From an optimization exercise on the open Yosys and OpenROAD flow, aimed at small area; shortcuts taken in it are not production practice.
In this exercise RTL edits were held to simulation tests only and were not proved equivalent to the original.
Power and IR drop assume default switching activity.

Setup of run C:
==> flow/design.v (excerpt) <==
module tsi_switch (
	input  logic        clk,
	input  logic        reset,
	input  logic        input_valid,
	input  logic [21:0] control,      
	input  logic [7:0]  stream_in,
	output logic [7:0]  stream_out,
	output logic        sync
);
	logic [1:0] pos_chan;   
	logic [2:0] pos_bit;    
	logic frame_end;        
	logic played;           
	logic [71:0] conn_words;
	logic [39:0] src_slots;
	logic [7:0] src_bits;  
	always_comb
	begin
		for (int k = 0; k < 8; k++)
			src_slots[5*k +: 5] = conn_words[9*k +: 5];
	end
	tsi_frame_counter u_tsi_frame_counter (
		.clk         (clk),
		.reset       (reset),
		.input_valid (input_valid),
		.pos_chan    (pos_chan),
		.pos_bit     (pos_bit),
		.frame_end   (frame_end),
		.played      (played)
	);
	tsi_conn_memory u_tsi_conn_memory (
		.clk        (clk),
		.reset      (reset),
		.control    (control),
		.pos_chan   (pos_chan),
		.conn_words (conn_words)
	);
	tsi_speech_memory u_tsi_speech_memory (
		.clk         (clk),
		.input_valid (input_valid),
		.pos_chan    (pos_chan),
		.stream_in   (stream_in),
		.src_slots   (src_slots),
		.src_bits    (src_bits)
	);
	tsi_output_select u_tsi_output_select (
		.clk         (clk),
		.reset       (reset),
		.input_valid (input_valid),
		.played      (played),
		.pos_chan    (pos_chan),
		.pos_bit     (pos_bit),
		.conn_words  (conn_words),
		.src_bits    (src_bits),
		.stream_out  (stream_out),
		.sync        (sync)
	);
endmodule
Size in the first run: roughly 1400 cells after synthesis, ~750 flip-flops, about 42 I/O pins, roughly 29000 sq um of cells after synthesis.
Settings: LEC_CHECK=0, CAP_MARGIN=20, CORE_MARGIN=2, CORE_UTILIZATION=40, SLEW_MARGIN=20; clock period 8.0 ns.
run.sh (not shown) runs the stock make flow with config.mk's settings and CLKGATE_MAP_FILE= SYNTH_SCRIPT=/design/flow/synth_recipe.tcl, a recipe that flattens the netlist after the stock synthesis.
Run C reached the final stage; the timing, DRC and antenna checks on its layout passed.
Relative to run C, the following input files were edited for run F:
Settings: setting CTS_CLUSTER_SIZE to 10 for the first time; setting CTS_CLUSTER_DIAMETER to 40 for the first time; setting CTS_BUF_LIST to sky130_fd_sc_hd__clkbuf_4 for the first time; changing CORE_UTILIZATION from 40 to 60; setting PLACE_DENSITY to 0.75 for the first time.
Notes after the runs:
Every run in the comparison, run C and run F, completed the flow with a clean layout.
In run F, the internal portion of total power came out about 19% below the value in run C.
On run F: area fraction of clock buffers and clock inverters is 4.1 points lower than what run C gave.
[compare] base=run C new=run F: setup slack now sits lower, number of max-slew violations in the final report now sits at about the same level.

---

## run A
The RTL this note starts from:
==> flow/design.v <==
`default_nettype none
`default_nettype wire
`default_nettype none
module tsi_frame_counter (
	input  logic       clk,
	input  logic       reset,
	input  logic       input_valid,
	output logic [1:0] pos_chan,    
	output logic [2:0] pos_bit,     
	output logic [3:0] chan_hot,    
	output logic [7:0] bit_hot,     
	output logic       frame_end,
	output logic       played
);
	logic [4:0] count;
	assign pos_chan = count[4:3];
	assign pos_bit  = count[2:0];
	always_comb
	begin
		for (int i = 0; i < 4; i++)
			chan_hot[i] = (pos_chan == 2'(i));
		for (int i = 0; i < 8; i++)
			bit_hot[i] = (pos_bit == 3'(i));
	end
	assign frame_end = input_valid && (count == 5'd31);
	always_ff @(posedge clk)
	begin
		if (reset)
		begin
			count  <= '0;    
			played <= 1'b0;  
		end
		else
		begin
			if (input_valid)
				count <= count + 1'b1;  
			if (frame_end)
				played <= 1'b1;
		end
	end
endmodule
`default_nettype wire
`default_nettype none
module tsi_conn_memory (
	input  logic        clk,
	input  logic        reset,
	input  logic [21:0] control,
	input  logic [3:0]  chan_hot,    
	output logic [71:0] conn_words   
);
	logic [8:0] words [32];  
	logic       wr_en;
	logic [4:0] wr_addr;
	logic [15:0] wr_data;
	logic       wr_on;
	logic [8:0] wr_code;
	assign wr_en   = control[21];
	assign wr_addr = control[20:16];
	assign wr_data = control[15:0];
	assign wr_on = !reset && wr_data[13];
	assign wr_code = {wr_on && !wr_data[15], wr_on ? wr_data[7:0] : 8'd0};
	always_ff @(posedge clk)
	begin
		for (int i = 0; i < 32; i++)
		begin
			if (reset || (wr_en && (wr_addr == 5'(i))))
				words[i] <= wr_code;  
		end
	end
	for (genvar k = 0; k < 8; k++)
	begin : g_stream
		for (genvar j = 0; j < 9; j++)
		begin : g_bit
			tsi_sel4 u_sel (
				.d ({words[4*k + 3][j], words[4*k + 2][j], words[4*k + 1][j], words[4*k][j]}),
				.s (chan_hot),
				.y (conn_words[9*k + j])
			);
		end
	end
endmodule
`default_nettype wire
`default_nettype none
module tsi_speech_memory (
	input  logic        clk,
	input  logic        input_valid,
	input  logic [3:0]  chan_hot,    
	input  logic [7:0]  stream_in,
	input  logic [39:0] src_slots,   
	output logic [15:0] src_bits     
);
	logic [55:0] line [8];
	logic [31:0] slot_bits;
	always_ff @(posedge clk)
	begin
		for (int k = 0; k < 8; k++)
		begin
			if (input_valid)
				line[k] <= {line[k][54:0], stream_in[k]};
		end
	end
	for (genvar k = 0; k < 8; k++)
	begin : g_slot_stream
		for (genvar cs = 0; cs < 4; cs++)
		begin : g_slot_chan
			tsi_sel4 u_tap (
				.d ({line[k][8*(7 - cs) - 1], line[k][8*(6 - cs) - 1],
				     line[k][8*(5 - cs) - 1], line[k][8*(4 - cs) - 1]}),
				.s (chan_hot),
				.y (slot_bits[4*k + cs])
			);
		end
	end
	for (genvar k = 0; k < 8; k++)
	begin : g_read
		tsi_mux32 u_read (
			.d (slot_bits),
			.s (src_slots[5*k +: 4]),
			.y (src_bits[2*k +: 2])
		);
	end
endmodule
`default_nettype wire
`default_nettype none
module tsi_output_select (
	input  logic        clk,
	input  logic        reset,
	input  logic        input_valid,
	input  logic        played,
	input  logic [1:0]  pos_chan,
	input  logic [2:0]  pos_bit,
	input  logic [7:0]  bit_hot,
	input  logic [71:0] conn_words,
	input  logic [15:0] src_bits,
	output logic [7:0]  stream_out,
	output logic        sync
);
	logic [7:0] pat;        
	logic [7:0] next_bits;  
	for (genvar k = 0; k < 8; k++)
	begin : g_pat
		tsi_sel8 u_pat (
			.d (conn_words[9*k +: 8]),
			.s (bit_hot),
			.y (pat[k])
		);
	end
	always_comb
	begin
		for (int k = 0; k < 8; k++)
		begin
			if (!played)
				next_bits[k] = 1'b0;                                     
			else if (conn_words[9*k + 8])
				next_bits[k] = src_bits[2*k + 32'(conn_words[9*k + 4])];  
			else
				next_bits[k] = pat[k];  
		end
	end
	always_ff @(posedge clk)
	begin
		if (reset)
		begin
			stream_out <= '0;
			sync       <= 1'b0;
		end
		else
		begin
			if (input_valid)
				stream_out <= next_bits;
			sync <= input_valid && played && (pos_chan == 2'd0) && (pos_bit == 3'd0);
		end
	end
endmodule
`default_nettype wire
`default_nettype none
module tsi_switch (
	input  logic        clk,
	input  logic        reset,
	input  logic        input_valid,
	input  logic [21:0] control,      
	input  logic [7:0]  stream_in,
	output logic [7:0]  stream_out,
	output logic        sync
);
	logic [1:0] pos_chan;   
	logic [2:0] pos_bit;    
	logic [3:0] chan_hot;   
	logic [7:0] bit_hot;    
	logic frame_end;        
	logic played;           
	logic [71:0] conn_words;
	logic [39:0] src_slots;
	logic [15:0] src_bits;  
	always_comb
	begin
		for (int k = 0; k < 8; k++)
			src_slots[5*k +: 5] = conn_words[9*k +: 5];
	end
	tsi_frame_counter u_tsi_frame_counter (
		.clk         (clk),
		.reset       (reset),
		.input_valid (input_valid),
		.pos_chan    (pos_chan),
		.pos_bit     (pos_bit),
		.chan_hot    (chan_hot),
		.bit_hot     (bit_hot),
		.frame_end   (frame_end),
		.played      (played)
	);
	tsi_conn_memory u_tsi_conn_memory (
		.clk        (clk),
		.reset      (reset),
		.control    (control),
		.chan_hot   (chan_hot),
		.conn_words (conn_words)
	);
	tsi_speech_memory u_tsi_speech_memory (
		.clk         (clk),
		.input_valid (input_valid),
		.chan_hot    (chan_hot),
		.stream_in   (stream_in),
		.src_slots   (src_slots),
		.src_bits    (src_bits)
	);
	tsi_output_select u_tsi_output_select (
		.clk         (clk),
		.reset       (reset),
		.input_valid (input_valid),
		.played      (played),
		.pos_chan    (pos_chan),
		.pos_bit     (pos_bit),
		.bit_hot     (bit_hot),
		.conn_words  (conn_words),
		.src_bits    (src_bits),
		.stream_out  (stream_out),
		.sync        (sync)
	);
endmodule
module tsi_mux4 (
	input  logic [3:0] d,
	input  logic [1:0] s,
	output logic       y
);
	assign y = d[s];
endmodule
module tsi_sel4 (
	input  logic [3:0] d,
	input  logic [3:0] s,
	output logic       y
);
	assign y = |(d & s);
endmodule
module tsi_sel8 (
	input  logic [7:0] d,
	input  logic [7:0] s,
	output logic       y
);
	assign y = |(d & s);
endmodule
module tsi_mux32 (
	input  logic [31:0] d,
	input  logic [3:0]  s,
	output logic [1:0]  y
);
	logic [7:0] l1;
	for (genvar g = 0; g < 8; g++)
	begin : g_l1
		tsi_mux4 u_l1 (.d (d[4*g +: 4]), .s (s[1:0]), .y (l1[g]));
	end
	for (genvar g = 0; g < 2; g++)
	begin : g_l2
		tsi_mux4 u_l2 (.d (l1[4*g +: 4]), .s (s[3:2]), .y (y[g]));
	end
endmodule
`default_nettype wire
Settings: LEC_CHECK=0, CAP_MARGIN=20, CORE_MARGIN=2, CORE_UTILIZATION=70, PLACE_DENSITY=0.85, SLEW_MARGIN=20, SYNTH_HIERARCHICAL=1, SYNTH_MINIMUM_KEEP_SIZE=0; clock period 8.0 ns.
standard.sh (not shown) runs the stock make flow with config.mk's settings and CLKGATE_MAP_FILE= SYNTH_SCRIPT=/design/flow/synth_recipe.tcl, a recipe that flattens the netlist after the stock synthesis.
==> flow/flow/run.sh <==
#!/bin/bash
# standard layout, with clock tree synthesis told not to add dummy loads
export CTS_ARGS="-sink_clustering_enable -repair_clock_nets -dont_use_dummy_load -buf_list sky130_fd_sc_hd__clkbuf_8 -sink_clustering_size 22 -sink_clustering_max_diameter 50"
bash standard.sh finish > standard.log 2>&1
#### Input delta (run B over run A)
Settings: a change of SLEW_MARGIN from 20 to 0; a change of CAP_MARGIN from 20 to 0; a change of PLACE_DENSITY from 0.85 to 0.75; a change of CORE_UTILIZATION from 70 to 60.
==> flow/flow/run.sh <==
#!/bin/bash
# standard layout, with clock tree synthesis told not to add dummy loads
# and the smallest buffer on the ports
export CTS_ARGS="-sink_clustering_enable -repair_clock_nets -dont_use_dummy_load -buf_list sky130_fd_sc_hd__clkbuf_8 -sink_clustering_size 18 -sink_clustering_max_diameter 60"
export BUFFER_PORTS_ARGS="-buffer_cell sky130_fd_sc_hd__buf_1"
bash standard.sh finish > standard.log 2>&1
### Flow results
- Run B ended up with a lower first-pass GRT wire length than run A did.
- Run B — number of buffers created by CTS 2.1% higher, run A as reference
- Changes observed in run B relative to run A: post-layout instance count excluding filler cells rose 83, switching part of the total shows no meaningful change.
- Between run B and run A, number of core rows is higher for run B, run A comes in under that.
- The run with more setup slack is run B; run A has less.
- The fraction of met1 tracks used by global routing reported for run B is smaller than that of run A by 5.3 points.
- Number of nets in the layout across run B and run A: no real change.
- Run B does worse than run A on area of the core.

---

== maple ==
Starts from the design.v that is shown in full above.
Settings: LEC_CHECK=0, CAP_MARGIN=20, CORE_MARGIN=2, CORE_UTILIZATION=60, PLACE_DENSITY=0.75, SLEW_MARGIN=20, SYNTH_HIERARCHICAL=1, SYNTH_MINIMUM_KEEP_SIZE=0; clock period 8.0 ns.
==> flow/flow/run.sh <==
#!/bin/bash
# standard layout, with clock tree synthesis told not to add dummy loads
export CTS_ARGS="-sink_clustering_enable -repair_clock_nets -dont_use_dummy_load -buf_list sky130_fd_sc_hd__clkbuf_8 -sink_clustering_size 20 -sink_clustering_max_diameter 60"
bash standard.sh finish > standard.log 2>&1
maple completed end to end with timing, DRC and antenna clean.
diff inputs: maple => cedar
- a change of SLEW_MARGIN from 20 to 0
- a change of CAP_MARGIN from 20 to 0
### Flow results
[compare] base=maple new=cedar: worst hold-check slack saw a decrease; proportion of layout cells with a drive suffix above 1 saw a decrease. Taking maple as the reference, in cedar routed wire length increased 320 µm, final critical path time including I/O delays and setup went up by 0.027 ns.

---

Setup of nickel:
tsi_switch, a different RTL version from the one above (not shown whole).
Size in the first run: ~750 flip-flops, about 27000 µm² of cells after synthesis.
Settings: LEC_CHECK=0, CAP_MARGIN=0, CORE_MARGIN=2, CORE_UTILIZATION=60, GPL_ROUTABILITY_DRIVEN=0, GPL_TIMING_DRIVEN=0, PLACE_DENSITY=0.75, SLEW_MARGIN=0, SYNTH_HIERARCHICAL=1, SYNTH_MINIMUM_KEEP_SIZE=0; clock period 8.0 ns.
==> flow/flow/run.sh <==
#!/bin/bash
# standard layout, with clock tree synthesis told not to add dummy loads
export CTS_ARGS="-sink_clustering_enable -repair_clock_nets -dont_use_dummy_load -buf_list sky130_fd_sc_hd__clkbuf_8 -sink_clustering_size 18 -sink_clustering_max_diameter 60"
export BUFFER_PORTS_ARGS="-buffer_cell sky130_fd_sc_hd__buf_1"
bash standard.sh finish > standard.log 2>&1
Relative to nickel, the following input files were edited for quartz:
==> flow/flow/run.sh <==
#!/bin/bash
# standard layout, with clock tree synthesis told not to add dummy loads
export CTS_ARGS="-sink_clustering_enable -repair_clock_nets -dont_use_dummy_load -buf_list sky130_fd_sc_hd__clkbuf_8 -sink_clustering_buffer sky130_fd_sc_hd__clkbuf_4 -sink_clustering_size 10 -sink_clustering_max_diameter 40"
export BUFFER_PORTS_ARGS="-buffer_cell sky130_fd_sc_hd__buf_1"
bash standard.sh finish > standard.log 2>&1
-- flow/config.mk --
<<< nickel, line 11
export GPL_ROUTABILITY_DRIVEN = 0
export GPL_TIMING_DRIVEN = 0
>>> quartz, line 11
Notes after the runs:
- quartz vs. nickel: post-layout net count rose by 33, area added between synthesis and finish fell 0.94 points, cell area dropped 260 µm².
- A critical path start-end classification of flip-flop to flip-flop is what quartz shows, while input port to flip-flop belongs to nickel.
- nickel ended up with u_tsi_speech_memory.line[4][53] as its end of the critical path; quartz ended up with u_tsi_output_select.stream_out[0].
- nickel → quartz: count of non-CTS buffers in the layout went down about 15%; critical path data required time went up by 0.20 ns; CTS clock-pin slew for the worst setup and hold paths flat; register share of total power decreased by 0.6 points relative to the old numbers; overall track demand over capacity in global routing neither gained nor lost much.
- The final wirelength of quartz was inferior to that of nickel.
- nickel vs quartz, cell with the largest stage delay on the worst path: buf_2 vs and2_4
Inputs modified between quartz and raven:
==> flow/flow/run.sh <==
#!/bin/bash
# standard layout, with clock tree synthesis told not to add dummy loads,
# the smallest buffer on the ports, and non-critical gates downsized
export CTS_ARGS="-sink_clustering_enable -repair_clock_nets -dont_use_dummy_load -buf_list sky130_fd_sc_hd__clkbuf_8 -sink_clustering_size 18 -sink_clustering_max_diameter 60"
export BUFFER_PORTS_ARGS="-buffer_cell sky130_fd_sc_hd__buf_1"
export RECOVER_POWER=100
bash standard.sh finish > standard.log 2>&1
-- flow/config.mk --
<<< quartz, line 10
export CORE_UTILIZATION = 60
export PLACE_DENSITY = 0.75
>>> raven, line 10
export CORE_UTILIZATION = 52
export PLACE_DENSITY = 0.68
Results
Of quartz and raven, only quartz finishes the flow clean. [raven] flow finished | final checks: failed | reasons: capacitance limit, slew limit. Row ratio of cells with drive above 1 in the final layout: raven lower / quartz higher. Non-clock buffer count grows by a few percent when moving from quartz to raven. Diff quartz..raven | first-pass GRT wire length | negligible. Higher first-pass iteration count of the detailed router goes to quartz over raven. Re final period utilization: raven is 16 points up on quartz. As far as area after synthesis goes, quartz and raven are indistinguishable; the numbers are identical. The run showing the greater combined global-route utilization of all metal layers is quartz. Between raven and quartz, it is raven whose cell-internal power is lower, by about 0.4%. Area growth from synthesis to final layout of quartz is on par with raven. Compare quartz and raven | worst clock skew on the final layout higher: quartz.
#### Input delta (juniper over raven)
==> flow/flow/run.sh <==
#!/bin/bash
# standard layout, with clock tree synthesis told not to add dummy loads
export CTS_ARGS="-sink_clustering_enable -repair_clock_nets -dont_use_dummy_load -buf_list sky130_fd_sc_hd__clkbuf_4 -root_buf sky130_fd_sc_hd__clkbuf_4 -sink_clustering_buffer sky130_fd_sc_hd__clkbuf_8 -sink_clustering_size 20 -sink_clustering_max_diameter 60"
export BUFFER_PORTS_ARGS="-buffer_cell sky130_fd_sc_hd__buf_1"
bash standard.sh finish > standard.log 2>&1
-- flow/config.mk --
<<< raven, line 10
export CORE_UTILIZATION = 52
export PLACE_DENSITY = 0.68
>>> juniper, line 10
export CORE_UTILIZATION = 60
export PLACE_DENSITY = 0.75
[summary]
The via count of the first global-routing pass number comes out lower for juniper vs raven. Sequential share of layout area for juniper: 0.35 points up relative to raven. | overall routed net length | juniper vs raven | better |. Looking only at longest individual stage delay on the worst path, and setting everything else aside, the higher value of raven and juniper goes to raven. Full die area in juniper is 13% lower than in raven. juniper vs raven — power dropped about 1.7%. juniper: no failed stages, no open violations at the end.
The following lists how xenon was set up differently from juniper:
==> flow/flow/run.sh <==
#!/bin/bash
# standard layout, with clock tree synthesis told not to add dummy loads
# and the smallest buffer on the ports
export CTS_ARGS="-sink_clustering_enable -repair_clock_nets -dont_use_dummy_load -buf_list sky130_fd_sc_hd__clkbuf_8 -sink_clustering_size 18 -sink_clustering_max_diameter 60"
export BUFFER_PORTS_ARGS="-buffer_cell sky130_fd_sc_hd__buf_1"
bash standard.sh finish > standard.log 2>&1
-- flow/config.mk --
<<< juniper, line 10
export CORE_UTILIZATION = 60
export PLACE_DENSITY = 0.75
>>> xenon, line 10
export CORE_UTILIZATION = 52
export PLACE_DENSITY = 0.68
Share of cell area taken by flip-flops and latches was higher in juniper than in xenon.
xenon packs its core looser than juniper.
Taking juniper as the reference, in xenon transition time of the tightest slew-check pin climbed 0.079 ns; data-path buffer share of cell area in the final layout barely changed; maximum achievable frequency dropped about 3.6%.
> inputs changed (xenon -> indigo)
==> flow/flow/run.sh <==
#!/bin/bash
# standard layout, with clock tree synthesis told not to add dummy loads,
# small clock buffers above the leaf level, and the smallest buffer on the ports
export CTS_ARGS="-sink_clustering_enable -repair_clock_nets -dont_use_dummy_load -buf_list sky130_fd_sc_hd__clkbuf_4 -root_buf sky130_fd_sc_hd__clkbuf_4 -sink_clustering_buffer sky130_fd_sc_hd__clkbuf_8 -sink_clustering_size 20 -sink_clustering_max_diameter 60"
export BUFFER_PORTS_ARGS="-buffer_cell sky130_fd_sc_hd__buf_1"
bash standard.sh finish > standard.log 2>&1
-- flow/config.mk --
<<< xenon, line 10
export CORE_UTILIZATION = 52
export PLACE_DENSITY = 0.68
>>> indigo, line 10
export CORE_UTILIZATION = 60
export PLACE_DENSITY = 0.75
Notes after the runs:
Delta (indigo minus xenon): worst hold slack now sits lower; TritonCTS sink count now sits at about the same level. After synthesis and placement, the instance count of indigo is below that of xenon. For the routed wire length, indigo came in 770 µm lower than xenon did.

[port drivers added, routing unchanged]
The results above use ideal ports. As a check the final layouts listed here were re-extracted and re-timed, cells and wires unchanged.
Step 1 (the two cells are an assumption about what drives the block):
set clk [get_ports {clk}]
set_driving_cell -lib_cell sky130_fd_sc_hd__clkbuf_16 $clk
set_driving_cell -lib_cell sky130_fd_sc_hd__buf_2 [delete_from_list [all_inputs] $clk]
Step 2 also shifts input and output timing later by t, the mid clock arrival at the registers, as if the neighbouring blocks saw the same clock.
Three values: ideal ports, drivers, drivers and shift; two values: the first two.
| run | t, ns | setup slack, ns | worst setup path at the end | pins driven straight from the clock port |
|---|---|---|---|---|
| run C | 0.670 | 4.448 / 4.448 / 4.016 | input to register | 1 |
| run F | 0.903 | 4.415 / 4.415 / 3.880 | input to register | 1 |
| run A | 0.692 | 3.709 / 3.709 / 3.709 | register to register | 1 |
| run B | 0.688 | 3.740 / 3.740 / 3.740 | register to register | 1 |
| maple | 0.679 | 3.750 / 3.750 / 3.750 | register to register | 1 |
| cedar | 0.676 | 3.722 / 3.722 / 3.722 | register to register | 1 |
| nickel | 0.698 | 4.269 / 4.295 / 3.598 | input to register | 1 |
| quartz | 0.691 | 3.889 / 3.889 / 3.617 | input to register | 1 |
| raven | 0.688 | 2.591 / 2.601 / 1.914 | input to register | 1 |
| juniper | 0.891 | 3.888 / 3.888 / 3.638 | input to register | 1 |
| xenon | 0.685 | 3.734 / 3.734 / 3.734 | register to register | 1 |
| indigo | 0.891 | 3.888 / 3.888 / 3.638 | input to register | 1 |
The setup slack of raven, which loses most, moves by +0.010 ns with the drivers and by -0.677 ns with both steps.
